Background: an optimization exercise with open tools, aiming at small area and a short achievable clock period. Do not read the settings as production practice. Only simulation tests tie the RTL to the original design; equivalence was not proved.

<file path="flow/run.sh">
#!/bin/bash
# synth_recipe.tcl (not shown) runs the flow's synth.tcl, then flattens the netlist and writes it again
# the make line also repeats each setting of config.mk as NAME=value (left out here)
make -C /OpenROAD-flow-scripts/flow DESIGN_CONFIG=/design/flow/config.mk WORK_HOME=/design/flow/orfs CLKGATE_MAP_FILE= SYNTH_SCRIPT=/design/flow/synth_recipe.tcl finish
</file>
<file path="flow/config.mk">
export PLATFORM = sky130hd
export DESIGN_NAME = depth_to_spectrum_color
export DESIGN_NICKNAME = depth_to_spectrum_color
export VERILOG_FILES = /design/flow/design.v
export SDC_FILE = /design/flow/constraint.sdc
export NUM_CORES = 4
export LEC_CHECK = 0
export CAP_MARGIN = 20
export CORE_MARGIN = 2
export CORE_UTILIZATION = 40
export SLEW_MARGIN = 20
</file>
<file path="flow/constraint.sdc">
create_clock -name core_clock -period 8.0 [get_ports {i_clk}]
set_input_delay 1.6000 -clock core_clock [delete_from_list [all_inputs] [get_ports {i_clk}]]
set_output_delay 1.6000 -clock core_clock [all_outputs]
set_load 0.01 [all_outputs]
</file>
<file path="flow/design.v">
package dsc_pkg;
    localparam int TOLERANCE    = 5;
    localparam int Q_BITS       = 19;
    localparam int CFG_IDX_BITS = 1;
    localparam logic [CFG_IDX_BITS-1:0] CFG_DEPTH_LOW  = CFG_IDX_BITS'(0);
    localparam logic [CFG_IDX_BITS-1:0] CFG_DEPTH_HIGH = CFG_IDX_BITS'(1);
    localparam logic [2:0] SEG_VIOLET = 3'd0;
    localparam logic [2:0] SEG_BLUE   = 3'd1;
    localparam logic [2:0] SEG_CYAN   = 3'd2;
    localparam logic [2:0] SEG_GREEN  = 3'd3;
    localparam logic [2:0] SEG_YELLOW = 3'd4;
    localparam logic [2:0] SEG_RED    = 3'd5;
    function automatic logic [7:0] level257(input logic [16:0] v);
        logic [15:0] m;
        m = 16'(v - 17'd1);
        if (v == 17'd0) level257 = 8'd0;
        else            level257 = m[15:8] - {7'd0, m[7:0] < m[15:8]};
    endfunction
endpackage
import dsc_pkg::*;
module dsc_div #(
    parameter logic [18:0] CUT  = 19'h7FFFF,
    parameter int          SIDE = 2
) (
    input  logic              i_clk,
    input  logic              i_rst_n,
    input  logic              i_v,
    input  logic [15:0]       i_n25,
    input  logic [10:0]       i_den,
    input  logic [SIDE-1:0]   i_side,
    output logic              o_v,
    output logic [18:0]       o_q,
    output logic [SIDE-1:0]   o_side
);
    logic [10:0]     w_r    [20];
    logic [4:0]      w_n    [20];
    logic [18:0]     w_q    [20];
    logic [10:0]     w_den  [20];
    logic [SIDE-1:0] w_side [20];
    logic            w_v    [20];
    assign w_r[0]    = i_n25[15:5];
    assign w_n[0]    = i_n25[4:0];
    assign w_q[0]    = '0;
    assign w_den[0]  = i_den;
    assign w_side[0] = i_side;
    assign w_v[0]    = i_v;
    for (genvar s = 0; s < 19; s++) begin : g_row
        localparam int B = 18 - s;
        logic [11:0] n_t;
        logic        n_ge;
        logic [10:0] n_r;
        logic [18:0] n_q;
        assign n_t  = {w_r[s], (B >= 14) ? w_n[s][4] : 1'b0};
        assign n_ge = n_t >= {1'b0, w_den[s]};
        assign n_r  = n_ge ? 11'(n_t - {1'b0, w_den[s]}) : n_t[10:0];
        assign n_q  = w_q[s] | (19'(n_ge) << B);
        if (CUT[s]) begin : g_reg
            logic [10:0]     r_r;
            logic [4:0]      r_n;
            logic [18:0]     r_q;
            logic [10:0]     r_den;
            logic [SIDE-1:0] r_side;
            logic            r_v;
            always_ff @(posedge i_clk) begin
                if (!i_rst_n) r_v <= 1'b0;
                else          r_v <= w_v[s];
            end
            always_ff @(posedge i_clk) begin
                r_r    <= n_r;
                r_n    <= {w_n[s][3:0], 1'b0};
                r_q    <= n_q;
                r_den  <= w_den[s];
                r_side <= w_side[s];
            end
            assign w_r[s+1]    = r_r;
            assign w_n[s+1]    = r_n;
            assign w_q[s+1]    = r_q;
            assign w_den[s+1]  = r_den;
            assign w_side[s+1] = r_side;
            assign w_v[s+1]    = r_v;
        end else begin : g_comb
            assign w_r[s+1]    = n_r;
            assign w_n[s+1]    = {w_n[s][3:0], 1'b0};
            assign w_q[s+1]    = n_q;
            assign w_den[s+1]  = w_den[s];
            assign w_side[s+1] = w_side[s];
            assign w_v[s+1]    = w_v[s];
        end
    end
    assign o_v    = w_v[19];
    assign o_q    = w_q[19];
    assign o_side = w_side[19];
endmodule
import dsc_pkg::*;
module dsc_cdiv #(
    parameter logic [16:0] CUT  = 17'h1FFFF,
    parameter int          SIDE = 1
) (
    input  logic              i_clk,
    input  logic              i_rst_n,
    input  logic              i_v,
    input  logic [16:0]       i_x,
    input  logic [2:0]        i_seg,
    input  logic [16:0]       i_t,
    input  logic [SIDE-1:0]   i_side,
    output logic              o_v,
    output logic [16:0]       o_c,
    output logic [15:0]       o_u,
    output logic [4:0]        o_vrem,
    output logic [2:0]        o_seg,
    output logic [SIDE-1:0]   o_side
);
    function automatic logic [6:0] span(input logic [2:0] seg);
        case (seg)
            SEG_VIOLET: span = 7'd90;
            SEG_BLUE:   span = 7'd50;
            SEG_CYAN:   span = 7'd20;
            SEG_GREEN:  span = 7'd70;
            default:    span = 7'd65;
        endcase
    endfunction
    logic [6:0]      w_rr   [18];
    logic [10:0]     w_xn   [18];
    logic [16:0]     w_c    [18];
    logic [4:0]      w_fr   [18];
    logic [11:0]     w_tn   [18];
    logic [15:0]     w_u    [18];
    logic [2:0]      w_seg  [18];
    logic [SIDE-1:0] w_side [18];
    logic            w_v    [18];
    assign w_rr[0]   = {1'b0, i_x[16:11]};
    assign w_xn[0]   = i_x[10:0];
    assign w_c[0]    = '0;
    assign w_fr[0]   = i_t[16:12];
    assign w_tn[0]   = i_t[11:0];
    assign w_u[0]    = '0;
    assign w_seg[0]  = i_seg;
    assign w_side[0] = i_side;
    assign w_v[0]    = i_v;
    for (genvar k = 0; k < 17; k++) begin : g_row
        localparam int B = 16 - k;
        logic [7:0]  n_rt;
        logic [6:0]  n_s;
        logic        n_rge;
        logic [6:0]  n_rr;
        logic [16:0] n_c;
        logic [10:0] n_xn;
        logic [5:0]  n_ft;
        logic        n_fge;
        logic [4:0]  n_fr;
        logic [15:0] n_u;
        logic [11:0] n_tn;
        assign n_s   = span(w_seg[k]);
        assign n_rt  = {w_rr[k], w_xn[k][10]};
        assign n_rge = n_rt >= {1'b0, n_s};
        assign n_rr  = n_rge ? 7'(n_rt - {1'b0, n_s}) : n_rt[6:0];
        assign n_c   = w_c[k] | (17'(n_rge) << B);
        assign n_xn  = {w_xn[k][9:0], 1'b0};
        if (k == 0) begin : g_nofade
            assign n_fr = w_fr[k];
            assign n_u  = w_u[k];
            assign n_tn = w_tn[k];
        end else begin : g_fade
            assign n_ft  = {w_fr[k], w_tn[k][11]};
            assign n_fge = n_ft >= 6'd25;
            assign n_fr  = n_fge ? 5'(n_ft - 6'd25) : n_ft[4:0];
            assign n_u   = w_u[k] | (16'(n_fge) << B);
            assign n_tn  = {w_tn[k][10:0], 1'b0};
        end
        if (CUT[k]) begin : g_reg
            logic [6:0]      r_rr;
            logic [10:0]     r_xn;
            logic [16:0]     r_c;
            logic [4:0]      r_fr;
            logic [11:0]     r_tn;
            logic [15:0]     r_u;
            logic [2:0]      r_seg;
            logic [SIDE-1:0] r_side;
            logic            r_v;
            always_ff @(posedge i_clk) begin
                if (!i_rst_n) r_v <= 1'b0;
                else          r_v <= w_v[k];
            end
            always_ff @(posedge i_clk) begin
                r_rr   <= n_rr;
                r_xn   <= n_xn;
                r_c    <= n_c;
                r_fr   <= n_fr;
                r_tn   <= n_tn;
                r_u    <= n_u;
                r_seg  <= w_seg[k];
                r_side <= w_side[k];
            end
            assign w_rr[k+1]   = r_rr;
            assign w_xn[k+1]   = r_xn;
            assign w_c[k+1]    = r_c;
            assign w_fr[k+1]   = r_fr;
            assign w_tn[k+1]   = r_tn;
            assign w_u[k+1]    = r_u;
            assign w_seg[k+1]  = r_seg;
            assign w_side[k+1] = r_side;
            assign w_v[k+1]    = r_v;
        end else begin : g_comb
            assign w_rr[k+1]   = n_rr;
            assign w_xn[k+1]   = n_xn;
            assign w_c[k+1]    = n_c;
            assign w_fr[k+1]   = n_fr;
            assign w_tn[k+1]   = n_tn;
            assign w_u[k+1]    = n_u;
            assign w_seg[k+1]  = w_seg[k];
            assign w_side[k+1] = w_side[k];
            assign w_v[k+1]    = w_v[k];
        end
    end
    assign o_v    = w_v[17];
    assign o_c    = w_c[17];
    assign o_u    = w_u[17];
    assign o_vrem = w_fr[17];
    assign o_seg  = w_seg[17];
    assign o_side = w_side[17];
endmodule
import dsc_pkg::*;
module depth_to_spectrum_color #(
    parameter int DEPTH_BITS = 11
) (
    input  logic                               i_clk,
    input  logic                               i_rst_n,
    input  logic                               start,
    output logic                               busy,
    input  logic                               i_cfg_we,
    input  logic [dsc_pkg::CFG_IDX_BITS-1:0]   i_cfg_idx,
    input  logic [DEPTH_BITS-1:0]              i_cfg_data,
    input  logic [DEPTH_BITS-1:0]              i_depth_sample,
    input  logic                               i_frame_end_in,
    output logic                               o_valid,
    output logic [7:0]                         o_blue_level,
    output logic [7:0]                         o_green_level,
    output logic [7:0]                         o_red_level,
    output logic                               o_frame_end_out
);
    localparam logic [18:0] DIV_CUT  = 19'b1010_1010_1010_1010_101;
    localparam logic [16:0] CDIV_CUT = 17'b1_0010_0100_1001_0010;
    assign busy = 1'b0;
    logic        r0_v;
    logic [10:0] r0_d;
    logic        r0_fe;
    logic        r0_we;
    logic        r0_idx;
    logic [10:0] r0_data;
    logic [10:0] r_lo;
    logic [10:0] r_hi;
    always_ff @(posedge i_clk) begin
        if (!i_rst_n) begin
            r0_v  <= 1'b0;
            r0_we <= 1'b0;
        end else begin
            r0_v  <= start;
            r0_we <= i_cfg_we;
        end
    end
    always_ff @(posedge i_clk) begin
        r0_d    <= i_depth_sample;
        r0_fe   <= i_frame_end_in;
        r0_idx  <= i_cfg_idx;
        r0_data <= i_cfg_data;
    end
    always_ff @(posedge i_clk) begin
        if (!i_rst_n) begin
            r_lo <= 11'd909;
            r_hi <= 11'd930;
        end else if (r0_we) begin
            if (r0_idx == CFG_DEPTH_HIGH) r_hi <= r0_data;
            else                          r_lo <= r0_data;
        end
    end
    logic [11:0] n_d5;
    logic        n_ib;
    logic        r1_v;
    logic [1:0]  r1_side;
    logic [10:0] r1_diff;
    logic [10:0] r1_den;
    assign n_d5 = {1'b0, r0_d} + 12'(TOLERANCE);
    assign n_ib = (r_hi > r_lo) && (n_d5 >= {1'b0, r_lo}) && (n_d5 <= {1'b0, r_hi});
    always_ff @(posedge i_clk) begin
        if (!i_rst_n) r1_v <= 1'b0;
        else          r1_v <= r0_v;
    end
    always_ff @(posedge i_clk) begin
        r1_side <= {r0_fe, n_ib};
        r1_diff <= 11'(n_d5 - {1'b0, r_lo});
        r1_den  <= r_hi - r_lo;
    end
    logic [15:0] n_n25;
    logic        div_v;
    logic [18:0] div_q;
    logic [1:0]  div_side;
    assign n_n25 = ({5'b0, r1_diff} << 4) + ({5'b0, r1_diff} << 3) + {5'b0, r1_diff};
    dsc_div #(
        .CUT  (DIV_CUT),
        .SIDE (2)
    ) u_div (
        .i_clk   (i_clk),
        .i_rst_n (i_rst_n),
        .i_v     (r1_v),
        .i_n25   (n_n25),
        .i_den   (r1_den),
        .i_side  (r1_side),
        .o_v     (div_v),
        .o_q     (div_q),
        .o_side  (div_side)
    );
    logic [8:0]  n_qk;
    logic [2:0]  n_seg;
    logic [18:0] n_x;
    logic        n_fade;
    logic [18:0] n_t;
    logic [4:0]  n_tgt;
    logic        r2_v;
    logic [16:0] r2_x;
    logic [2:0]  r2_seg;
    logic [16:0] r2_t;
    logic [7:0]  r2_side;
    assign n_qk = div_q[18:10];
    always_comb begin
        if (n_qk < 9'd90) begin
            n_seg = SEG_VIOLET;
            n_x   = 19'(90 * 1024) - div_q;
        end else if (n_qk < 9'd140) begin
            n_seg = SEG_BLUE;
            n_x   = div_q - 19'(90 * 1024);
        end else if (n_qk < 9'd160) begin
            n_seg = SEG_CYAN;
            n_x   = 19'(160 * 1024) - div_q;
        end else if (n_qk < 9'd230) begin
            n_seg = SEG_GREEN;
            n_x   = div_q - 19'(160 * 1024);
        end else if (n_qk < 9'd295) begin
            n_seg = SEG_YELLOW;
            n_x   = 19'(295 * 1024) - div_q;
        end else begin
            n_seg = SEG_RED;
            n_x   = '0;
        end
    end
    assign n_fade = (n_qk < 9'd70) || (n_qk >= 9'd330);
    assign n_t    = (n_qk < 9'd70) ? div_q : (19'(400 * 1024) - div_q);
    for (genvar i = 0; i < 5; i++) begin : g_tgt
        assign n_tgt[i] = n_t > 19'(14336 * i);
    end
    always_ff @(posedge i_clk) begin
        if (!i_rst_n) r2_v <= 1'b0;
        else          r2_v <= div_v;
    end
    always_ff @(posedge i_clk) begin
        r2_x    <= n_x[16:0];
        r2_seg  <= n_seg;
        r2_t    <= n_fade ? n_t[16:0] : 17'd0;
        r2_side <= {n_tgt, n_fade, div_side};
    end
    logic        cd_v;
    logic [16:0] cd_c;
    logic [15:0] cd_u;
    logic [4:0]  cd_vrem;
    logic [2:0]  cd_seg;
    logic [7:0]  cd_side;
    dsc_cdiv #(
        .CUT  (CDIV_CUT),
        .SIDE (8)
    ) u_cdiv (
        .i_clk   (i_clk),
        .i_rst_n (i_rst_n),
        .i_v     (r2_v),
        .i_x     (r2_x),
        .i_seg   (r2_seg),
        .i_t     (r2_t),
        .i_side  (r2_side),
        .o_v     (cd_v),
        .o_c     (cd_c),
        .o_u     (cd_u),
        .o_vrem  (cd_vrem),
        .o_seg   (cd_seg),
        .o_side  (cd_side)
    );
    logic        n_corr;
    logic [16:0] n_f;
    logic        r3_v;
    logic [16:0] r3_c;
    logic [16:0] r3_f;
    logic [2:0]  r3_seg;
    logic [2:0]  r3_side;
    assign n_corr = (cd_vrem < 5'd5) ? cd_side[3 + cd_vrem] : 1'b0;
    assign n_f    = 17'd19661 + {1'b0, cd_u} - 17'(n_corr);
    always_ff @(posedge i_clk) begin
        if (!i_rst_n) r3_v <= 1'b0;
        else          r3_v <= cd_v;
    end
    always_ff @(posedge i_clk) begin
        r3_c    <= cd_c;
        r3_f    <= n_f;
        r3_seg  <= cd_seg;
        r3_side <= cd_side[2:0];
    end
    logic [32:0] n_prod;
    logic        r4_v;
    logic [16:0] r4_c;
    logic [16:0] r4_p;
    logic [16:0] r4_f;
    logic [2:0]  r4_seg;
    logic [2:0]  r4_side;
    assign n_prod = 33'(r3_c) * 33'(r3_f[15:0]);
    always_ff @(posedge i_clk) begin
        if (!i_rst_n) r4_v <= 1'b0;
        else          r4_v <= r3_v;
    end
    always_ff @(posedge i_clk) begin
        r4_c    <= r3_c;
        r4_p    <= r3_side[2] ? n_prod[32:16] : r3_c;
        r4_f    <= r3_f;
        r4_seg  <= r3_seg;
        r4_side <= r3_side;
    end
    logic [7:0] n_lc;
    logic [7:0] n_lf;
    logic [7:0] n_lp;
    logic [7:0] n_r;
    logic [7:0] n_g;
    logic [7:0] n_b;
    assign n_lc = dsc_pkg::level257(r4_c);
    assign n_lf = r4_side[2] ? dsc_pkg::level257(r4_f) : 8'd255;
    assign n_lp = dsc_pkg::level257(r4_p);
    always_comb begin
        n_r = '0;
        n_g = '0;
        n_b = '0;
        case (r4_seg)
            SEG_VIOLET: begin n_r = n_lp;  n_b = n_lf;  end
            SEG_BLUE:   begin n_g = n_lc;  n_b = 8'd255; end
            SEG_CYAN:   begin n_g = 8'd255; n_b = n_lc; end
            SEG_GREEN:  begin n_r = n_lc;  n_g = 8'd255; end
            SEG_YELLOW: begin n_r = 8'd255; n_g = n_lc; end
            default:    begin n_r = n_lf;  end
        endcase
        if (!r4_side[0]) begin
            n_r = '0;
            n_g = '0;
            n_b = '0;
        end
    end
    always_ff @(posedge i_clk) begin
        if (!i_rst_n) o_valid <= 1'b0;
        else          o_valid <= r4_v;
    end
    always_ff @(posedge i_clk) begin
        o_red_level     <= n_r;
        o_green_level   <= n_g;
        o_blue_level    <= n_b;
        o_frame_end_out <= r4_side[1];
    end
endmodule
</file>
==> results of run 1 <==
## routing by layer
| metal | wire, um | up-vias |
|---|---|---|
| li1 | - | 18954 |
| met1 | 51020 | 17473 |
| met2 | 54190 | 597 |
| met3 | 4392 | 174 |
| met4 | 3248 | 0 |
| met5 | 0 | - |
## through the flow
step           instances
4_1_cts             7431
2_1_floorplan       5552
3_3_place_gp        7260
5_1_grt             7431
6_report            7432
3_5_place_dp        7260
## state kept, by name, indices dropped and copies added, names as in the netlist, 26 cells and up
name and flops:
u_cdiv.g_row.g_reg.r_c 57, u_cdiv.g_row.g_reg.r_side 48, u_div.g_row.g_reg.r_r 99, u_div.g_row.g_reg.r_q 100, u_cdiv.g_row.g_reg.r_rr 35, u_cdiv.g_row.g_reg.r_u 51
u_cdiv.g_row.g_reg.r_fr 30, u_cdiv.g_row.g_reg.r_tn 26, u_div.g_row.g_reg.r_den 99
## cell usage after synthesis (all sizes together) (11+ instances only)
library cell	number	area, um2
a211oi	38	315.3
a21boi	48	360.4
a21o	122	919.6
a21oi	281	1459
a31o	24	210.2
a31oi	18	172.7
a41oi	13	132.6
and2	170	1065
and3	35	224.0
buf	21	100.1
clkbuf	97	364.1
dfxtp	867	17360
fa	242	4845
ha	546	6832
inv	669	2516
mux2	149	1685
mux2i	49	503.0
nand2	466	1749
nand2b	54	337.8
nand3	70	362.8
nand4	51	319.1
nor2	296	1127
nor2b	79	494.2
nor3	87	456.7
nor3b	14	105.1
nor4	21	137.6
o211ai	23	177.7
o21a	59	442.9
o21ai	277	1394
o21bai	27	202.7
o31ai	74	569.3
or2	30	187.7
or3	36	225.2
or3b	11	103.9
xnor2	205	1795
xor2	118	1033
## layout by cell type, fill, tap and decap left out, types with 31 or more instances in the layout
master           count
dfxtp_1            867
inv_1              663
ha_1               546
nand2_1            466
nor2_1             294
a21oi_1            268
o21ai_0            260
fa_1               242
xnor2_1            205
and2_1             169
mux2_2             138
a21o_1             119
xor2_1             118
clkbuf_16           96
nor3_1              84
nor2b_1             79
o31ai_1             73
nand3_1             69
o21a_1              59
nand2b_1            54
clkdlybuf4s50_1     53
nand4_1             51
mux2i_1             48
a21boi_0            44
or3_1               36
and3_1              34
a211oi_1            32
buf_4               31
## final cells by class
type                    instances  share of cell area
diodes                          1          0.00004340
clock buffers                 116             0.04453
clock inverters                55             0.01384
inverters                     671             0.04377
multi-input cells            3896              0.5458
flip-flops and latches        867              0.3010
well taps                    1742             0.03780
repair buffers                 84             0.01324
## cell families (layout without fill, tap and decap cells)
logic type | after synthesis | after routing | synth area share
muxes | 199 | 199 | 0.04268
DFF | 867 | 867 | 0.3350
xor gates and xnor gates | 323 | 323 | 0.05461
buffers and inverters | 789 | 926 | 0.05767
AOI/OAI and AO/OA | 1134 | 1134 | 0.1458
adders and majority gates | 788 | 788 | 0.2254
other | 1 | 2 | 0.00007239
and+or+nand+nor | 1451 | 1451 | 0.1388
## worst max-delay path, stage by stage (launching register included)
cell and delay [ns]:
dfxtp_1 0.51, ha_1 0.23, inv_1 0.06, fa_1 0.41, a21o_1 0.18, a21oi_1 0.21, o21ai_0 0.11, a21o_1 0.22
a21oi_2 0.36, mux2_2 0.40, ha_1 0.32, nor2b_1 0.14, o21ai_0 0.22, a21oi_1 0.11, o21ai_0 0.20, o211ai_1 0.12
a221o_1 0.54, mux2i_1 0.32, ha_1 0.33, nor2b_1 0.15, o21ai_0 0.15, nand2b_1 0.11, a21o_1 0.19, a21o_1 0.19
o21ai_0 0.17, and3b_1 0.40, mux2_2 0.38
## worst paths after layout
| kind | slack (ns) | start | depth (start not counted) | to |
|---|---|---|---|---|
| worst min-delay path | 0.31 | u_cdiv.g_row[16].g_reg.r_seg[0]$_DFF_P_ | 0 | r3_seg[0]$_DFF_P_ |
| worst max register to register | 1.12 | u_cdiv.g_row[4].g_reg.r_seg[2]$_DFF_P_ | 26 | u_cdiv.g_row[7].g_reg.r_rr[6]$_DFF_P_ |
| worst max-delay path | 1.12 | u_cdiv.g_row[4].g_reg.r_seg[2]$_DFF_P_ | 26 | u_cdiv.g_row[7].g_reg.r_rr[6]$_DFF_P_ |
| worst min register to register | 0.31 | u_cdiv.g_row[16].g_reg.r_seg[0]$_DFF_P_ | 0 | r3_seg[0]$_DFF_P_ |
==> out/qor.txt, run 1 <==
Netlist Area Pre-Place -> 0.05181 mm2
Max frequency -> 0.1453 GHz
# IOs -> 55
Syn. warnings -> 18
Critical Path RT -> 8.53 ns
DRC Markers -> 0
First DRT Iteration DRCs -> 1859
Final nets -> 6430
Clk slew on worst S/H paths -> 0.06 ns
Max Slew Vio Count -> 0
Initial antenna violation count -> 0
Period minus WS final -> 6.883 ns
Gr usage total -> 0.1728
Unrepaired setup endpoints after global routing -> false
Port bufs -> 53
Hpwl dp -> 88070 um
Via-per-instance ratio -> 5.005
Fraction of registers with async set/reset -> 0
Post-route setup slack -> 1.117 ns
Register area -> 0.01736 mm2
Post-synth cell types -> 113
Post-CTS setup buffer count -> 0
Area occupied by multi-input gates -> 0.03147 mm2
Inserted Clock Buffers -> 94
Worst Hold Class -> flip-flop to flip-flop
Grt met1 use -> 0.2180
FILL cells -> 12380
Main synth FF type -> dfxtp_1
Cell Rows -> 132
Area growth syn-to-layout -> 11.30%
Critical Path Source Type -> flip-flop
Initial Util -> 0.4016
Fin crit share -> 0.8604
Total wire length -> 112800 um
Global route overflow -> 0
Pre-CTS WS -> 1.155 ns
Die area -> 0.1324 mm2
Setup violations, final -> 0
First-pass GRT wire length -> 188800 um
Placed instance area -> 0.05428 mm2
Clock buffer depth -> 3
Largest net degree at the start of global routing -> 46
Critical Path Fanout Max -> 12
Die width -> 363.9 um
DIE HEIGHT -> 363.9 um
Critical Path AT -> 7.42 ns
Crit end category -> flip-flop
Final core occ -> 0.4470
Met3 GRT Util -> 0.02809
Cell chosen for the clock root -> clkbuf_16
Max_cap viols -> 0
Routed Antenna Nets -> 0
Drt wl/cell -> 15.18 um
Clock Skews -> 0.05790 ns
Slew margin rel. -> 0.2761
Placer Congestion -> 0.8615
Crit path kind -> flip-flop to flip-flop
Skew-Pair Late Insertion Delay -> 0.70 ns
CTS tree -> done
Share of cells above drive strength 1 -> 0.07769
Setup TNS -> 0 ns
CTS Hold Bufs -> 0
Final Hold Viols -> 0
Post-route design area -> 0.05766 mm2
Hold slack final -> 0.3065 ns
Mean Syn Cell Area -> 9.331 um2
Synthesized Nets -> 6368
Run status -> complete, no violations
TritonRoute pass-1 iters -> 8
M2 GR Usage -> 0.3014
Vias in the first global route -> 37428
Vias -> 37198
H-Tree Depth -> 3
PostCTS Resize Cnt -> 0
Cells after synthesis -> 5552
Worst Tran Pin Value -> 1.078 ns
GR peak layer -> met2
FF+latch count, synth -> 867
Core region area -> 0.1290 mm2
Clock sink count -> 867
Post-synth EDFFs -> 0
Seq/Total Area, Yosys -> 0.3350
==> run 2: changes to the inputs <==
--- a/flow/design.v
+++ b/flow/design.v
@@ -12,8 +12,6 @@
     localparam logic [2:0] SEG_RED    = 3'd5;
     function automatic logic [7:0] level257(input logic [16:0] v);
-        logic [15:0] m;
-        m = 16'(v - 17'd1);
         if (v == 17'd0) level257 = 8'd0;
-        else            level257 = m[15:8] - {7'd0, m[7:0] < m[15:8]};
+        else            level257 = 8'(v[16:8] - {8'd0, {1'b0, v[7:0]} <= v[16:8]});
     endfunction
 endpackage
@@ -48,10 +46,12 @@
         localparam int B = 18 - s;
         logic [11:0] n_t;
+        logic [12:0] n_sub;
         logic        n_ge;
         logic [10:0] n_r;
         logic [18:0] n_q;
         assign n_t  = {w_r[s], (B >= 14) ? w_n[s][4] : 1'b0};
-        assign n_ge = n_t >= {1'b0, w_den[s]};
-        assign n_r  = n_ge ? 11'(n_t - {1'b0, w_den[s]}) : n_t[10:0];
+        assign n_sub = {1'b0, n_t} - {2'b0, w_den[s]};
+        assign n_ge  = !n_sub[12];
+        assign n_r   = n_ge ? n_sub[10:0] : n_t[10:0];
         assign n_q  = w_q[s] | (19'(n_ge) << B);
         if (CUT[s]) begin : g_reg
@@ -141,4 +141,6 @@
         localparam int B = 16 - k;
         logic [7:0]  n_rt;
+        logic [8:0]  n_rsub;
+        logic [6:0]  n_fsub;
         logic [6:0]  n_s;
         logic        n_rge;
@@ -153,6 +155,7 @@
         assign n_s   = span(w_seg[k]);
         assign n_rt  = {w_rr[k], w_xn[k][10]};
-        assign n_rge = n_rt >= {1'b0, n_s};
-        assign n_rr  = n_rge ? 7'(n_rt - {1'b0, n_s}) : n_rt[6:0];
+        assign n_rsub = {1'b0, n_rt} - {2'b0, n_s};
+        assign n_rge  = !n_rsub[8];
+        assign n_rr   = n_rge ? n_rsub[6:0] : n_rt[6:0];
         assign n_c   = w_c[k] | (17'(n_rge) << B);
         assign n_xn  = {w_xn[k][9:0], 1'b0};
@@ -163,6 +166,7 @@
         end else begin : g_fade
             assign n_ft  = {w_fr[k], w_tn[k][11]};
-            assign n_fge = n_ft >= 6'd25;
-            assign n_fr  = n_fge ? 5'(n_ft - 6'd25) : n_ft[4:0];
+            assign n_fsub = {1'b0, n_ft} - 7'd25;
+            assign n_fge  = !n_fsub[6];
+            assign n_fr   = n_fge ? n_fsub[4:0] : n_ft[4:0];
             assign n_u   = w_u[k] | (16'(n_fge) << B);
             assign n_tn  = {w_tn[k][10:0], 1'b0};
@@ -239,37 +243,16 @@
     output logic                               o_frame_end_out
 );
-    localparam logic [18:0] DIV_CUT  = 19'b1010_1010_1010_1010_101;
-    localparam logic [16:0] CDIV_CUT = 17'b1_0010_0100_1001_0010;
+    localparam logic [18:0] DIV_CUT  = 19'b101_0101_0101_0101_0101;
+    localparam logic [16:0] CDIV_CUT = 17'b1_1010_1010_1010_1010;
     assign busy = 1'b0;
-    logic        r0_v;
-    logic [10:0] r0_d;
-    logic        r0_fe;
-    logic        r0_we;
-    logic        r0_idx;
-    logic [10:0] r0_data;
     logic [10:0] r_lo;
     logic [10:0] r_hi;
     always_ff @(posedge i_clk) begin
         if (!i_rst_n) begin
-            r0_v  <= 1'b0;
-            r0_we <= 1'b0;
-        end else begin
-            r0_v  <= start;
-            r0_we <= i_cfg_we;
-        end
-    end
-    always_ff @(posedge i_clk) begin
-        r0_d    <= i_depth_sample;
-        r0_fe   <= i_frame_end_in;
-        r0_idx  <= i_cfg_idx;
-        r0_data <= i_cfg_data;
-    end
-    always_ff @(posedge i_clk) begin
-        if (!i_rst_n) begin
             r_lo <= 11'd909;
             r_hi <= 11'd930;
-        end else if (r0_we) begin
-            if (r0_idx == CFG_DEPTH_HIGH) r_hi <= r0_data;
-            else                          r_lo <= r0_data;
+        end else if (i_cfg_we) begin
+            if (i_cfg_idx == CFG_DEPTH_HIGH) r_hi <= i_cfg_data;
+            else                             r_lo <= i_cfg_data;
         end
     end
@@ -280,12 +263,12 @@
     logic [10:0] r1_diff;
     logic [10:0] r1_den;
-    assign n_d5 = {1'b0, r0_d} + 12'(TOLERANCE);
+    assign n_d5 = {1'b0, i_depth_sample} + 12'(TOLERANCE);
     assign n_ib = (r_hi > r_lo) && (n_d5 >= {1'b0, r_lo}) && (n_d5 <= {1'b0, r_hi});
     always_ff @(posedge i_clk) begin
         if (!i_rst_n) r1_v <= 1'b0;
-        else          r1_v <= r0_v;
+        else          r1_v <= start;
     end
     always_ff @(posedge i_clk) begin
-        r1_side <= {r0_fe, n_ib};
+        r1_side <= {i_frame_end_in, n_ib};
         r1_diff <= 11'(n_d5 - {1'b0, r_lo});
         r1_den  <= r_hi - r_lo;
@@ -401,4 +384,27 @@
         r3_side <= cd_side[2:0];
     end
+    logic        r4a_v;
+    logic [16:0] r4a_c;
+    logic [20:0] r4a_p0;
+    logic [20:0] r4a_p1;
+    logic [20:0] r4a_p2;
+    logic [20:0] r4a_p3;
+    logic [16:0] r4a_f;
+    logic [2:0]  r4a_seg;
+    logic [2:0]  r4a_side;
+    always_ff @(posedge i_clk) begin
+        if (!i_rst_n) r4a_v <= 1'b0;
+        else          r4a_v <= r3_v;
+    end
+    always_ff @(posedge i_clk) begin
+        r4a_c    <= r3_c;
+        r4a_p0   <= 21'(r3_c) * 21'(r3_f[3:0]);
+        r4a_p1   <= 21'(r3_c) * 21'(r3_f[7:4]);
+        r4a_p2   <= 21'(r3_c) * 21'(r3_f[11:8]);
+        r4a_p3   <= 21'(r3_c) * 21'(r3_f[15:12]);
+        r4a_f    <= r3_f;
+        r4a_seg  <= r3_seg;
+        r4a_side <= r3_side;
+    end
     logic [32:0] n_prod;
     logic        r4_v;
@@ -408,15 +414,15 @@
     logic [2:0]  r4_seg;
     logic [2:0]  r4_side;
-    assign n_prod = 33'(r3_c) * 33'(r3_f[15:0]);
+    assign n_prod = {12'd0, r4a_p0} + {8'd0, r4a_p1, 4'd0} + {4'd0, r4a_p2, 8'd0} + {r4a_p3, 12'd0};
     always_ff @(posedge i_clk) begin
         if (!i_rst_n) r4_v <= 1'b0;
-        else          r4_v <= r3_v;
+        else          r4_v <= r4a_v;
     end
     always_ff @(posedge i_clk) begin
-        r4_c    <= r3_c;
-        r4_p    <= r3_side[2] ? n_prod[32:16] : r3_c;
-        r4_f    <= r3_f;
-        r4_seg  <= r3_seg;
-        r4_side <= r3_side;
+        r4_c    <= r4a_c;
+        r4_p    <= r4a_side[2] ? n_prod[32:16] : r4a_c;
+        r4_f    <= r4a_f;
+        r4_seg  <= r4a_seg;
+        r4_side <= r4a_side;
     end
     logic [7:0] n_lc;
--- a/flow/config.mk
+++ b/flow/config.mk
@@ -9,3 +9,4 @@
 export CORE_MARGIN = 2
 export CORE_UTILIZATION = 40
+export SETUP_SLACK_MARGIN = 3.5
 export SLEW_MARGIN = 20
==> run 2 against run 1 <==
Net effect: sequential share of layout area grew 4.8 points; register-to-register slack gained 2.3 ns; synthesized cell count increased by 4.2%; critical path type unchanged.
==> out/qor.txt, run 2 <==
Run status -> complete, no violations
Inserted Diodes -> 0 (-1)
Max frequency -> 0.2189 GHz (+51%)
Initial antenna violation count -> 2 (+2)
Pre-CTS WS -> 2.590 ns (+1.434 ns)
Die width -> 377.1 um (+3.6%)
Post-synth top cells -> 1112 x dfxtp_1, 636 x inv_1, 570 x ha_1
Critical Path Source Type -> flip-flop
Critical Path Fanout Max -> 6 (-6)
Seq/Total Area, Yosys -> 0.3997 (+0.06467)
Largest net degree at the start of global routing -> 48 (+4.3%)
# IOs -> 55 (unchanged)
Initial Util -> 0.4041 (+0.002444)
Post-route setup slack -> 3.431 ns (+2.315 ns)
Fin crit share -> 0.5711 (-0.2893)
Cell chosen for the clock root -> clkbuf_16
CTS tree -> done
Fraction of registers with async set/reset -> 0 (unchanged)
First DRT Iteration DRCs -> 1858 (-0.054%)
Synthesized Nets -> 6565 (+3.1%)
Clk slew on worst S/H paths -> 0.06 ns (about the same)
Unrepaired setup endpoints after global routing -> true
Max_cap viols -> 0 (unchanged)
Worst R2R End -> u_div.g_row[2].g_reg.r_r[1]$_DFF_P_
Hold path startpoint -> u_cdiv.g_row[15].g_reg.r_side[5]$_DFF_P_
Yosys top cell by area -> dfxtp_1
Reg2Reg Setup Slack -> 3.43 ns (+2.31 ns)
Gr usage total -> 0.1564 (-0.01638)
Skew-Pair Late Insertion Delay -> 0.71 ns (about the same)
Area share of the largest cell type after synthesis -> 0.3997 (+0.06467)
Vias in the first global route -> 38055 (+1.7%)
Crit end category -> flip-flop
DIE HEIGHT -> 377.1 um (+3.6%)
Hold path cells -> 0 (unchanged)
First-pass GRT wire length -> 185200 um (-1.9%)
Critical Path AT -> 5.17 ns (-2.25 ns)
Clock Skews -> 0.02601 ns (-0.03189 ns)
Biggest regs -> u_div.g_row.g_reg.r_q x100, u_div.g_row.g_reg.r_den x99, u_div.g_row.g_reg.r_r x99
Hpwl dp -> 83820 um (-4.8%)
Final cell count without fillers -> 7843 (+5.5%)
Routed Antenna Nets -> 0 (unchanged)
Area contributors post-synth -> dfxtp_1 40%, ha_1 13%, fa_1 6.5%
Critical Path RT -> 8.60 ns (+0.07 ns)
Setup violations, final -> 0 (unchanged)
Worst setup startpoint -> u_div.g_row[0].g_reg.r_n[4]$_DFF_P_
Clock buffer depth -> 3 (unchanged)
Placed Cells -> 7534 (+3.8%)
Hold endpoint -> u_cdiv.g_row[16].g_reg.r_side[5]$_DFF_P_
Final nets -> 6739 (+4.8%)
Drt wl/cell -> 14.41 um (-5.1%)
Largest register FFs -> 100 (unchanged)
Max Slew Vio Count -> 0 (unchanged)
RR Startpoint -> u_div.g_row[0].g_reg.r_n[4]$_DFF_P_
Share of cells above drive strength 1 -> 0.1129 (+0.03522)
Reg2Reg Depth -> 21 (-19%)
Worst Tran Pin Value -> 0.9211 ns (-0.1574 ns)
TritonRoute pass-1 iters -> 5 (-3)
Final Hold Viols -> 0 (unchanged)
FF+latch count, synth -> 1112 (+28%)
Core region area -> 0.1378 mm2 (+6.9%)
Die area -> 0.1422 mm2 (+7.4%)
DRC Markers -> 0 (unchanged)
Most frequent cells in the layout -> 1077 x dfxtp_1, 629 x inv_1, 558 x ha_1
Inserted Clock Buffers -> 108 (+15%)
Commonest non-fill, non-tap cell in the layout -> dfxtp_1
Via-per-instance ratio -> 4.956 (-0.99%)
Netlist Area Pre-Place -> 0.05569 mm2 (+7.5%)
Slew margin rel. -> 0.3851 (+0.1090)
Port bufs -> 53 (unchanged)
Main synth FF type -> dfxtp_1
Period minus WS final -> 4.569 ns (-2.315 ns)
Total wire length -> 113000 um (+0.13%)
Cell Rows -> 136 (+3.0%)
Global route overflow -> 0 (unchanged)
Vias -> 38867 (+4.5%)
Placer Congestion -> 0.8281 (-3.9%)
Mean Syn Cell Area -> 9.626 um2 (+3.2%)
Crit path kind -> flip-flop to flip-flop
Post-synth cell types -> 93 (-18%)
Biggest register -> u_div.g_row.g_reg.r_q
Area growth syn-to-layout -> 14.90%
Syn. warnings -> 18 (unchanged)
H-Tree Depth -> 3 (unchanged)
Worst Hold Class -> flip-flop to flip-flop
Most frequent cell after synthesis -> dfxtp_1
Cells after synthesis -> 5786 (+4.2%)
Post-synth EDFFs -> 0 (unchanged)
Clock sink count -> 1112 (+28%)
Setup TNS -> 0 ns (unchanged)
==> run 2: cell types whose count changed in the layout (fill, tap and decap cells not counted), sizes merged, moves of 27 or more <==
| cell | change |
|---|---|
| nand2 | -72 |
| fa | -61 |
| inv | -33 |
| nor2 | +62 |
| nor2b | +37 |
| and2 | +32 |
| a21oi | +31 |
| dfxtp | +245 |
| o31ai | -27 |
| buf | +98 |
| xnor2 | +46 |
==> run 2: repair_timing <==
item | in CTS | in global routing
setup endpoints to repair | 169 | 169
cloned | 6 | 5
hold buffers | 0 | 0
pin swaps | 36 | 76
resized for setup | 121 | 152
setup buffers | 47 | 52
==> run 2: worst max-delay path by stage <==
| stage | endpoint | cells after the start | slack, ns |
|---|---|---|---|
| after floorplan | u_div.g_row[16].g_reg.r_r[7]$_DFF_P_ | 21 | 3.50 |
| after global placement | u_div.g_row[12].g_reg.r_r[10]$_DFF_P_ | 17 | 2.49 |
| after detailed placement | u_div.g_row[12].g_reg.r_r[10]$_DFF_P_ | 17 | 2.59 |
| after CTS | u_div.g_row[4].g_reg.r_r[1]$_DFF_P_ | 21 | 3.42 |
| after global routing | u_div.g_row[2].g_reg.r_r[1]$_DFF_P_ | 21 | 3.22 |
| final | u_div.g_row[2].g_reg.r_r[1]$_DFF_P_ | 21 | 3.43 |
==> run 2: cells by family (layout without fill, tap and decap cells) <==
logic type,count (synthesis),in the layout,synth area share
and+or+nand+nor,1466,1466,0.1298
buffers and inverters,762,1020,0.05225
DFF,1112,1112,0.3997
xor gates and xnor gates,355,355,0.05610
other,1,1,0.00006733
adders and majority gates,751,751,0.1931
AOI/OAI and AO/OA,1163,1168,0.1343
muxes,176,176,0.03471
==> run 2: layout make-up <==
cell class	instances	area, um2
Tap cell	1794	2245
Sequential cell	1112	22330
Inverter	636	2387
Fill cell	12922	73840
Clock inverter	64	957.2
Timing Repair Buffer	185	1609
Multi-Input combinational cell	3917	31490
Clock buffer	135	2974
==> run 2: worst max-delay path, stage by stage (launching register included) <==
cell	delay, ns
dfxtp_1	0.31
inv_2	0.07
ha_4	0.13
inv_2	0.04
fa_2	0.35
a21o_1	0.18
a21oi_2	0.17
nor2b_2	0.06
o21ai_2	0.20
a211oi_2	0.12
a311oi_2	0.24
buf_6	0.17
mux2_4	0.33
ha_4	0.22
a21o_1	0.19
a21oi_2	0.17
nand2b_4	0.16
a21boi_4	0.07
o41ai_4	0.34
o21ai_2	0.13
a221o_2	0.48
mux2_4	0.32
==> run 2: layer usage <==
metal,wire [um],vias to the layer above,part of all wire,global-route usage
met5,0,-,0,0
met4,3032,0,0.027,0.04785
met3,3828,180,0.034,0.02471
met2,54180,539,0.48,0.2721
met1,51950,18241,0.46,0.1980
li1,-,19907,-,-
==> run 2: stage by stage <==
step	hold slack, ns	instance area, um2	util
detailed placement	0.3121	58270	0.4228
CTS	0.3184	63040	0.4574
finish	0.3178	63990	0.4643
global route	0.3219	63990	0.4643
global placement	0.3096	58260	0.4227
floorplan	0.3096	55820	-
==> run 3: changes to the inputs <==
--- a/flow/config.mk
+++ b/flow/config.mk
@@ -9,4 +9,4 @@
 export CORE_MARGIN = 2
 export CORE_UTILIZATION = 40
-export SETUP_SLACK_MARGIN = 3.5
+export SETUP_SLACK_MARGIN = 5
 export SLEW_MARGIN = 20
==> run 3 against run 2 <==
Net effect: largest cell class unchanged; non-clock buffer count rose by 505; flip-flop and latch count did not move; still clean on timing, DRC and antenna; critical endpoint unchanged; critical path depth did not move; fmax rose by 2.6%; die area did not move; final cell count rose by 6.5%; via count rose by 7.9%; sequential share of layout area fell by 4.3 points.
==> out/qor.txt, run 3 <==
FF+latch count, synth -> 1112 (unchanged)
Port bufs -> 53 (unchanged)
Share of cells above drive strength 1 -> 0.3095 (+0.1966)
Seq/Total Area, Yosys -> 0.3997 (unchanged)
Crit end category -> flip-flop
DRC Markers -> 0 (unchanged)
Post-synth EDFFs -> 0 (unchanged)
RR Startpoint -> u_div.g_row[0].g_reg.r_n[4]$_DFF_P_
Post-route design area -> 0.07370 mm2 (+15%)
Die width -> 377.1 um (unchanged)
Core region area -> 0.1378 mm2 (unchanged)
Clock Skews -> 0.05280 ns (+0.02678 ns)
Run status -> complete, no violations
Yosys top cell by area -> dfxtp_1
Worst Hold Class -> flip-flop to flip-flop
Setup TNS -> 0 ns (unchanged)
CTS tree -> done
Fin crit share -> 0.5565 (-0.01462)
Die area -> 0.1422 mm2 (unchanged)
Synthesized Nets -> 6565 (unchanged)
Hold path startpoint -> u_cdiv.g_row[1].g_reg.r_side[5]$_DFF_P_
Post-synth top cells -> 1112 x dfxtp_1, 636 x inv_1, 570 x ha_1
Critical Path RT -> 8.61 ns (about the same)
Mean Syn Cell Area -> 9.626 um2 (unchanged)
Cell Rows -> 136 (unchanged)
Worst Tran Pin Value -> 1.059 ns (+0.1376 ns)
CTS Hold Bufs -> 0 (unchanged)
Placer Congestion -> 0.8464 (+2.2%)
Worst setup startpoint -> u_div.g_row[0].g_reg.r_n[4]$_DFF_P_
Area share of the largest cell type after synthesis -> 0.3997 (unchanged)
Commonest non-fill, non-tap cell in the layout -> dfxtp_1
Post-synth cell types -> 93 (unchanged)
TritonRoute pass-1 iters -> 7 (+2)
Most frequent cells in the layout -> 993 x dfxtp_1, 554 x inv_1, 471 x buf_4
Max_cap viols -> 0 (unchanged)
Fraction of registers with async set/reset -> 0 (unchanged)
Clock buffer depth -> 3 (unchanged)
Netlist Area Pre-Place -> 0.05569 mm2 (unchanged)
Cells after synthesis -> 5786 (unchanged)
Area contributors post-synth -> dfxtp_1 40%, ha_1 13%, fa_1 6.5%
Pre-CTS WS -> 2.883 ns (+0.2935 ns)
Post-route setup slack -> 3.548 ns (+0.1170 ns)
Largest register FFs -> 100 (unchanged)
Initial antenna violation count -> 3 (+1)
Clk slew on worst S/H paths -> 0.06 ns (about the same)
Cell chosen for the clock root -> clkbuf_16
Vias -> 41923 (+7.9%)
Initial Util -> 0.4041 (unchanged)
Final nets -> 7246 (+7.5%)
Via-per-instance ratio -> 5.020 (+1.3%)
Gr usage total -> 0.1770 (+0.02060)
Drt wl/cell -> 15.91 um (+10%)
Clock sink count -> 1112 (unchanged)
First-pass GRT wire length -> 208200 um (+12%)
Routed Antenna Nets -> 0 (unchanged)
Largest net degree at the start of global routing -> 48 (unchanged)
Max frequency -> 0.2246 GHz (+2.6%)
Biggest register -> u_div.g_row.g_reg.r_q
Critical Path AT -> 5.06 ns (-0.11 ns)
Unrepaired setup endpoints after global routing -> true
Vias in the first global route -> 42110 (+11%)
Biggest regs -> u_div.g_row.g_reg.r_q x100, u_div.g_row.g_reg.r_den x99, u_div.g_row.g_reg.r_r x99
Hpwl dp -> 88260 um (+5.3%)
# IOs -> 55 (unchanged)
Placed instance area -> 0.05970 mm2 (+2.4%)
Critical Path Fanout Max -> 6 (unchanged)
Period minus WS final -> 4.452 ns (-0.1170 ns)
H-Tree Depth -> 3 (unchanged)
Main synth FF type -> dfxtp_1
Crit path kind -> flip-flop to flip-flop
Area growth syn-to-layout -> 32.33%
Max Slew Vio Count -> 0 (unchanged)
First DRT Iteration DRCs -> 1720 (-7.4%)
Most frequent cell after synthesis -> dfxtp_1
Final Hold Viols -> 0 (unchanged)
Global route overflow -> 0 (unchanged)
Total wire length -> 132900 um (+18%)
Critical Path Source Type -> flip-flop
Skew-Pair Late Insertion Delay -> 0.73 ns (+0.02 ns)
Syn. warnings -> 18 (unchanged)
DIE HEIGHT -> 377.1 um (unchanged)
Slew margin rel. -> 0.2933 (-0.09184)
Inserted Diodes -> 0 (unchanged)
Inserted Clock Buffers -> 110 (+1.9%)
Setup violations, final -> 0 (unchanged)
==> run 3: changes by cell type in the layout (fill, tap and decap cells not counted), moves of 69 or more <==
cell	previous run	this run
a21oi_2	22	117
o21ai_2	22	91
inv_1	629	554
o21ai_0	226	122
buf_4	115	471
ha_1	558	420
buf_6	9	138
nor2_1	352	278
a21oi_1	287	169
dfxtp_1	1077	993
ha_4	11	138
==> run 3: critical path, stage by stage, from the launching register on <==
cell and delay (ns):
dfxtp_2 0.32, inv_2 0.06, ha_4 0.12, inv_2 0.03, fa_2 0.34, a21o_1 0.19, a21oi_2 0.19, nor2b_2 0.07
o21ai_2 0.19, a211oi_2 0.11, a311oi_2 0.24, buf_6 0.17, mux2_4 0.32, ha_4 0.22, a21o_1 0.19, a21oi_2 0.15
nand2b_4 0.16, a21boi_4 0.07, o41ai_4 0.27, o21ai_2 0.15, a221o_2 0.48, mux2_2 0.30
==> run 3: path summary, 6_finish.rpt <==
kind         depth (start not counted)  slack (ns)                                 endpoint
max                                 21        3.55      u_div.g_row[2].g_reg.r_r[1]$_DFF_P_
min                                  0        0.30  u_cdiv.g_row[3].g_reg.r_side[5]$_DFF_P_
max reg2reg                         21        3.55      u_div.g_row[2].g_reg.r_r[1]$_DFF_P_
min reg2reg                          0        0.30  u_cdiv.g_row[3].g_reg.r_side[5]$_DFF_P_
==> run 3: cell families after synthesis <==
kind of cell / Yosys count / share of synthesized area
AND/OR/NAND/NOR: 1466 / 0.1298
AO/OA/AOI/OAI: 1163 / 0.1343
flip-flops: 1112 / 0.3997
buffers and inverters: 762 / 0.05225
adder cells (fa/ha/maj): 751 / 0.1931
XOR/XNOR: 355 / 0.05610
multiplexers: 176 / 0.03471
other: 1 / 0.00006733
==> run 3: repair_timing <==
action / CTS / global route
resized for setup: 773 / 538
gates cloned: 21 / 1
pin swaps: 358 / 290
setup endpoints to repair: 316 / 294
setup buffers: 421 / 183
==> run 3: stage by stage <==
step	hold WS [ns]	util	cells
floorplan	0.3095	-	5786
global placement	0.3095	0.4331	7523
detailed placement	0.3121	0.4331	7523
CTS	0.3003	0.5071	8168
global route	0.3187	0.5347	8352
finish	0.3015	0.5347	8352
==> run 3: final cells by class <==
class	instances	area (um2)
sequential	1112	22560
fill	11792	64130
multi-input combinational	3917	36550
clock buffer	147	3103
inverter	636	2436
tap	1794	2245
timing repair buffer	690	6163
clock inverter	56	645.6
==> run 3: layer usage <==
| layer | wire [um] | global-route usage | up-vias | part of all wire |
|---|---|---|---|---|
| met3 | 3819 | 0.02484 | 278 | 0.029 |
| met1 | 55870 | 0.2073 | 20117 | 0.42 |
| met4 | 4213 | 0.05887 | 0 | 0.032 |
| li1 | - | - | 20899 | - |
| met5 | 0 | 0 | - | 0 |
| met2 | 68990 | 0.3285 | 629 | 0.52 |
==> run 4: changes to the inputs <==
--- a/flow/config.mk
+++ b/flow/config.mk
@@ -9,4 +9,4 @@
 export CORE_MARGIN = 2
 export CORE_UTILIZATION = 40
-export SETUP_SLACK_MARGIN = 5
+export SETUP_SLACK_MARGIN = 4.2
 export SLEW_MARGIN = 20
==> run 4 against run 3 <==
Net effect: clock skew decreased by 0.016 ns; first-iteration DRC count grew 1.5%; non-clock buffer count decreased by 125; critical path type unchanged; highest routed layer unchanged.
==> out/qor.txt, run 4 <==
Main synth FF type -> dfxtp_1
Mean Syn Cell Area -> 9.626 um2 (unchanged)
Most frequent cell after synthesis -> dfxtp_1
Netlist Area Pre-Place -> 0.05569 mm2 (unchanged)
Post-synth cell types -> 93 (unchanged)
Global route overflow -> 0 (unchanged)
Crit path kind -> flip-flop to flip-flop
Inserted Clock Buffers -> 109 (-0.91%)
Drt wl/cell -> 15.27 um (-4.0%)
Vias in the first global route -> 41382 (-1.7%)
Largest net degree at the start of global routing -> 48 (unchanged)
Cell Rows -> 136 (unchanged)
Fraction of registers with async set/reset -> 0 (unchanged)
Run status -> complete, no violations
Share of cells above drive strength 1 -> 0.2473 (-0.06227)
Commonest non-fill, non-tap cell in the layout -> dfxtp_1
Crit end category -> flip-flop
Cells after synthesis -> 5786 (unchanged)
Cell chosen for the clock root -> clkbuf_16
Unrepaired setup endpoints after global routing -> true
Largest register FFs -> 100 (unchanged)
Max_cap viols -> 0 (unchanged)
Post-synth EDFFs -> 0 (unchanged)
Clock sink count -> 1112 (unchanged)
CTS tree -> done
Clk slew on worst S/H paths -> 0.06 ns (about the same)
Slew margin rel. -> 0.3254 (+0.03217)
Critical Path AT -> 5.07 ns (about the same)
Synthesized Nets -> 6565 (unchanged)
TritonRoute pass-1 iters -> 5 (-2)
Area share of the largest cell type after synthesis -> 0.3997 (unchanged)
Die width -> 377.1 um (unchanged)
Port bufs -> 53 (unchanged)
Clock Skews -> 0.03653 ns (-0.01627 ns)
Final nets -> 7121 (-1.7%)
Fin crit share -> 0.5596 (+0.003086)
Total wire length -> 125600 um (-5.5%)
Biggest regs -> u_div.g_row.g_reg.r_q x100, u_div.g_row.g_reg.r_den x99, u_div.g_row.g_reg.r_r x99
First DRT Iteration DRCs -> 1746 (+1.5%)
Setup TNS -> 0 ns (unchanged)
FILL cells -> 12160 (+3.1%)
H-Tree Depth -> 3 (unchanged)
Via-per-instance ratio -> 4.994 (-0.51%)
Placer Congestion -> 0.8503 (+0.46%)
Worst Tran Pin Value -> 1.008 ns (-0.05053 ns)
Gr usage total -> 0.1712 (-0.005843)
Max frequency -> 0.2234 GHz (-0.55%)
Syn. warnings -> 18 (unchanged)
Worst Hold Class -> flip-flop to flip-flop
Critical Path Fanout Max -> 7 (+1)
Final Hold Viols -> 0 (unchanged)
Hpwl dp -> 85410 um (-3.2%)
CTS Hold Bufs -> 0 (unchanged)
FF+latch count, synth -> 1112 (unchanged)
Skew-Pair Late Insertion Delay -> 0.73 ns (about the same)
Post-synth top cells -> 1112 x dfxtp_1, 636 x inv_1, 570 x ha_1
Die area -> 0.1422 mm2 (unchanged)
Area contributors post-synth -> dfxtp_1 40%, ha_1 13%, fa_1 6.5%
Biggest register -> u_div.g_row.g_reg.r_q
Period minus WS final -> 4.477 ns (+0.02469 ns)
Most frequent cells in the layout -> 1020 x dfxtp_1, 573 x inv_1, 471 x ha_1
DRC Markers -> 0 (unchanged)
Area growth syn-to-layout -> 26.49%
Initial Util -> 0.4041 (unchanged)
DIE HEIGHT -> 377.1 um (unchanged)
Setup violations, final -> 0 (unchanged)
Critical Path RT -> 8.59 ns (-0.02 ns)
Initial antenna violation count -> 4 (+1)
Routed Antenna Nets -> 0 (unchanged)
Seq/Total Area, Yosys -> 0.3997 (unchanged)
Critical Path Source Type -> flip-flop
Vias -> 41088 (-2.0%)
Yosys top cell by area -> dfxtp_1
Clock buffer depth -> 3 (unchanged)
Inserted Diodes -> 0 (unchanged)
Max Slew Vio Count -> 0 (unchanged)
First-pass GRT wire length -> 201400 um (-3.3%)
# IOs -> 55 (unchanged)
Core region area -> 0.1378 mm2 (unchanged)
[run 4: changes by cell type in the layout (fill, tap and decap cells not counted), sizes merged, moves of 4 or more]
cell           change
buf              -135
bufinv             +4
clkbuf             -9
clkdlybuf4s50     +33
clkinvlp           +6
dlygate4sd2       -27
inv                +4
[run 4: logic make-up after synthesis]
logic type,Yosys count,synth area share
muxes,176,0.03471
xor gates and xnor gates,355,0.05610
other,1,0.00006733
and+or+nand+nor,1466,0.1298
DFF,1112,0.3997
AOI/OAI and AO/OA,1163,0.1343
adders and majority gates,751,0.1931
buffers and inverters,762,0.05225
[run 4: per-stage QoR]
step | setup slack (ns) | cell area [um2] | utilization | hold slack (ns) | std cells
after detailed placement | 2.999 | 58850 | 0.4269 | 0.3121 | 7533
after floorplan | 3.620 | 56700 | - | 0.3095 | 5786
after global placement | 2.988 | 58850 | 0.4269 | 0.3095 | 7533
after global routing | 3.288 | 70450 | 0.5111 | 0.3085 | 8228
final | 3.523 | 70450 | 0.5111 | 0.3041 | 8228
after CTS | 3.541 | 67610 | 0.4905 | 0.2990 | 8095
[run 4: path summary, 6_finish.rpt]
path	start	end	slack, ns	cells past startpoint
hold reg to reg	u_cdiv.g_row[3].g_reg.r_side[2]$_DFF_P_	u_cdiv.g_row[5].g_reg.r_side[2]$_DFF_P_	0.30	0
setup reg to reg	u_div.g_row[2].g_reg.r_n[4]$_DFF_P_	u_div.g_row[4].g_reg.r_r[1]$_DFF_P_	3.52	22
setup / recovery	u_div.g_row[2].g_reg.r_n[4]$_DFF_P_	u_div.g_row[4].g_reg.r_r[1]$_DFF_P_	3.52	22
hold / removal	u_cdiv.g_row[3].g_reg.r_side[2]$_DFF_P_	u_cdiv.g_row[5].g_reg.r_side[2]$_DFF_P_	0.30	0
[run 4: area by class of cell]
class / instances / area (um2) / share of cell area
multi-input cells: 3918 / 34380 / 0.4881
clock buffers: 135 / 2967 / 0.04211
inverters: 636 / 2407 / 0.03417
flip-flops and latches: 1112 / 22470 / 0.3190
repair buffers: 565 / 5149 / 0.07309
clock inverters: 68 / 824.5 / 0.01170
well taps: 1794 / 2245 / 0.03186
[run 4: repair_timing]
| item | in CTS | in global routing |
|---|---|---|
| hold endpoints to repair | 0 | 0 |
| gates resized for setup | 534 | 436 |
| pin swaps | 238 | 224 |
| endpoints found under the setup margin | 207 | 205 |
| cloned | 19 | 5 |
| setup buffers | 340 | 128 |
[run 4: critical path, cell delays in order (launching register included)]
cell and delay [ns]:
dfxtp_1 0.31, inv_2 0.07, ha_4 0.13, inv_2 0.03, fa_2 0.33, a21o_1 0.17
a21oi_2 0.15, o21bai_1 0.10, a21oi_2 0.24, a2111oi_4 0.13, a311oi_2 0.24, buf_6 0.18
mux2_4 0.32, ha_4 0.21, a21o_1 0.18, a21oi_2 0.16, o21ai_2 0.10, a2111oi_4 0.36
o31ai_2 0.16, a21oi_1 0.18, o21ai_2 0.11, buf_6 0.16, mux2_4 0.30
[run 4: per-layer routing]
layer,wire length [um],GRT usage,vias to the layer above
met5,0,0,-
met4,4145,0.05970,0
met3,3925,0.02503,223
met2,63010,0.3100,579
met1,54550,0.2050,19619
li1,-,-,20667
==> run 5: changes to the inputs <==
--- a/flow/config.mk
+++ b/flow/config.mk
@@ -9,4 +9,3 @@
 export CORE_MARGIN = 2
 export CORE_UTILIZATION = 40
-export SETUP_SLACK_MARGIN = 4.2
 export SLEW_MARGIN = 20
==> run 5 against run 4 <==
Net effect: utilization shrank 6.1 points; area after synthesis unchanged; fmax fell by 27%; hold slack better by 0.0091 ns; flip-flop and latch count did not move; still clean on timing, DRC and antenna; via count decreased by 7.1%.
==> out/qor.txt, run 5 <==
Run status -> complete, no violations
Unrepaired setup endpoints after global routing -> false
Synthesized Nets -> 6565 (unchanged)
Fin crit share -> 0.7627 (+0.2031)
Cell chosen for the clock root -> clkbuf_16
First DRT Iteration DRCs -> 1612 (-7.7%)
Most frequent cell after synthesis -> dfxtp_1
Mean Syn Cell Area -> 9.626 um2 (unchanged)
Global route overflow -> 0 (unchanged)
Slew margin rel. -> 0.3310 (+0.005560)
M2 GR Usage -> 0.2632 (-0.04679)
H-Tree Depth -> 3 (unchanged)
Placed instance area -> 0.05819 mm2 (-1.1%)
# IOs -> 55 (unchanged)
Biggest register -> u_div.g_row.g_reg.r_q
Syn. warnings -> 18 (unchanged)
Post-route setup slack -> 1.899 ns (-1.625 ns)
Most frequent cells in the layout -> 1112 x dfxtp_1, 636 x inv_1, 570 x ha_1
Die area -> 0.1422 mm2 (unchanged)
Share of cells above drive strength 1 -> 0.06844 (-0.1788)
Final nets -> 6633 (-6.9%)
Crit path kind -> flip-flop to flip-flop
Port bufs -> 53 (unchanged)
Crit end category -> flip-flop
Critical Path AT -> 6.70 ns (+1.63 ns)
Area share of the largest cell type after synthesis -> 0.3997 (unchanged)
Main synth FF type -> dfxtp_1
Inserted Clock Buffers -> 109 (unchanged)
Max Slew Vio Count -> 0 (unchanged)
Cell Rows -> 136 (unchanged)
Area contributors post-synth -> dfxtp_1 40%, ha_1 13%, fa_1 6.5%
Netlist Area Pre-Place -> 0.05569 mm2 (unchanged)
Via-per-instance ratio -> 4.930 (-1.3%)
CTS tree -> done
Fraction of registers with async set/reset -> 0 (unchanged)
DIE HEIGHT -> 377.1 um (unchanged)
Vias -> 38170 (-7.1%)
Final core occ -> 0.4500 (-0.06112)
Seq/Total Area, Yosys -> 0.3997 (unchanged)
Cells after synthesis -> 5786 (unchanged)
Placer Congestion -> 0.8345 (-1.9%)
Area growth syn-to-layout -> 11.36%
Post-synth top cells -> 1112 x dfxtp_1, 636 x inv_1, 570 x ha_1
Final Hold Viols -> 0 (unchanged)
Routed Antenna Nets -> 0 (unchanged)
Gr usage total -> 0.1529 (-0.01831)
Post-synth cell types -> 93 (unchanged)
Die width -> 377.1 um (unchanged)
Initial antenna violation count -> 1 (-3)
Clock sink count -> 1112 (unchanged)
Drt wl/cell -> 13.97 um (-8.5%)
TritonRoute pass-1 iters -> 5 (unchanged)
Period minus WS final -> 6.101 ns (+1.625 ns)
Grt met1 use -> 0.1933 (-0.01176)
Max_cap viols -> 0 (unchanged)
Largest net degree at the start of global routing -> 48 (unchanged)
Vias in the first global route -> 37560 (-9.2%)
Clock buffer depth -> 3 (unchanged)
CTS Hold Bufs -> 0 (unchanged)
Core region area -> 0.1378 mm2 (unchanged)
DRC Markers -> 0 (unchanged)
Worst Hold Class -> flip-flop to flip-flop
Setup violations, final -> 0 (unchanged)
Critical Path Source Type -> flip-flop
Critical Path Fanout Max -> 21 (+14)
Post-route design area -> 0.06202 mm2 (-12%)
Initial Util -> 0.4041 (unchanged)
Biggest regs -> u_div.g_row.g_reg.r_q x100, u_div.g_row.g_reg.r_den x99, u_div.g_row.g_reg.r_r x99
Hpwl dp -> 83420 um (-2.3%)
Clk slew on worst S/H paths -> 0.06 ns (about the same)
FF+latch count, synth -> 1112 (unchanged)
Skew-Pair Late Insertion Delay -> 0.71 ns (-0.02 ns)
PostCTS Resize Cnt -> 0 (-100%)
Pre-CTS WS -> 2.026 ns (-0.9725 ns)
Met3 GRT Util -> 0.02389 (-0.001140)
Setup TNS -> 0 ns (unchanged)
Post-synth EDFFs -> 0 (unchanged)
GR peak layer -> met2
Worst Tran Pin Value -> 1.004 ns (-0.004616 ns)
Total wire length -> 108100 um (-14%)
Max frequency -> 0.1639 GHz (-27%)
First-pass GRT wire length -> 181400 um (-9.9%)
Largest register FFs -> 100 (unchanged)
Clock Skews -> 0.01886 ns (-0.01767 ns)
Yosys top cell by area -> dfxtp_1
Commonest non-fill, non-tap cell in the layout -> dfxtp_1
Post-CTS setup buffer count -> 0 (-100%)
Critical Path RT -> 8.60 ns (about the same)
-- run 5: logic make-up after synthesis --
group	share of synthesized area
AO/OA/AOI/OAI	0.1343
flip-flops	0.3997
other	0.00006733
XOR/XNOR	0.05610
AND/OR/NAND/NOR	0.1298
multiplexers	0.03471
buffers and inverters	0.05225
adder cells (fa/ha/maj)	0.1931
-- run 5: worst paths after layout --
kind | startpoint | endpoint | slack (ns) | depth (start not counted)
min | u_cdiv.g_row[16].g_reg.r_c[7]$_DFF_P_ | r3_c[7]$_DFF_P_ | 0.31 | 0
max | u_div.g_row[2].g_reg.r_den[0]$_DFF_P_ | u_div.g_row[4].g_reg.r_r[10]$_DFF_P_ | 1.90 | 20
max reg2reg | u_div.g_row[2].g_reg.r_den[0]$_DFF_P_ | u_div.g_row[4].g_reg.r_r[10]$_DFF_P_ | 1.90 | 20
min reg2reg | u_cdiv.g_row[16].g_reg.r_c[7]$_DFF_P_ | r3_c[7]$_DFF_P_ | 0.31 | 0
-- run 5: metrics by stage --
stage	hold slack, ns	cells
6_report	0.3133	7742
5_1_grt	0.3210	7741
4_1_cts	0.3145	7741
3_5_place_dp	0.3121	7537
3_3_place_gp	0.3101	7537
2_1_floorplan	0.3096	5786
-- run 5: cell type report --
class,instances,area (um2)
tap,1794,2245
timing repair buffer,83,755.7
clock inverter,56,760.7
multi-input combinational,3912,30560
inverter,636,2387
sequential,1112,22260
clock buffer,148,3054
fill,13129,75810
antenna,1,2.502
-- run 5: routing by layer --
layer  share of wire  vias up
met5               0        -
met4           0.033        0
met3           0.033      191
met2            0.47      529
met1            0.46    17760
li1                -    19690
-- run 5: worst max-delay path: stages, from the launching register on --
cell	delay (ns)
dfxtp_1	0.36
ha_1	0.18
inv_1	0.06
fa_1	0.40
a21o_1	0.18
a21oi_1	0.22
o21bai_1	0.11
a21oi_1	0.28
a2111oi_0	0.25
a311oi_2	0.93
mux2i_1	0.29
fa_1	0.50
a21o_1	0.18
a21oi_1	0.21
o21ai_0	0.16
a2111oi_0	0.66
o31ai_1	0.23
a21oi_1	0.19
o21ai_1	0.08
buf_4	0.20
mux2_2	0.29

static timing again, ports no longer ideal:
The results above use ideal ports. As a check the final layouts listed here were re-extracted and re-timed, cells and wires unchanged. Step 1 assumes that a clkbuf_16 drives the clock port and a buf_2 every other input. Step 2 moves the port delays by t, midway between the first and last clock arrival at a register: inputs arrive t later, outputs are due t later. That takes back most of the time a late clock gives input paths. a / b / c = ideal / step 1 / step 2; a / b = the first two.
| run | shift t [ns] | setup slack, ns | worst setup path after step 2 |
|---|---|---|---|
| run 1 | 0.744 | 1.117 / 1.117 / 1.117 | register to register |
| run 2 | 0.773 | 3.431 / 3.431 / 3.203 | input to register |
| run 3 | 0.782 | 3.548 / 3.548 / 3.548 | register to register |
| run 4 | 0.777 | 3.523 / 3.523 / 3.523 | register to register |
| run 5 | 0.770 | 1.899 / 1.899 / 1.899 | register to register |
After both steps every run listed still meets setup and hold. The setup slack of run 2, which loses most, moves by 0.000 ns with the drivers and by -0.228 ns with both steps.
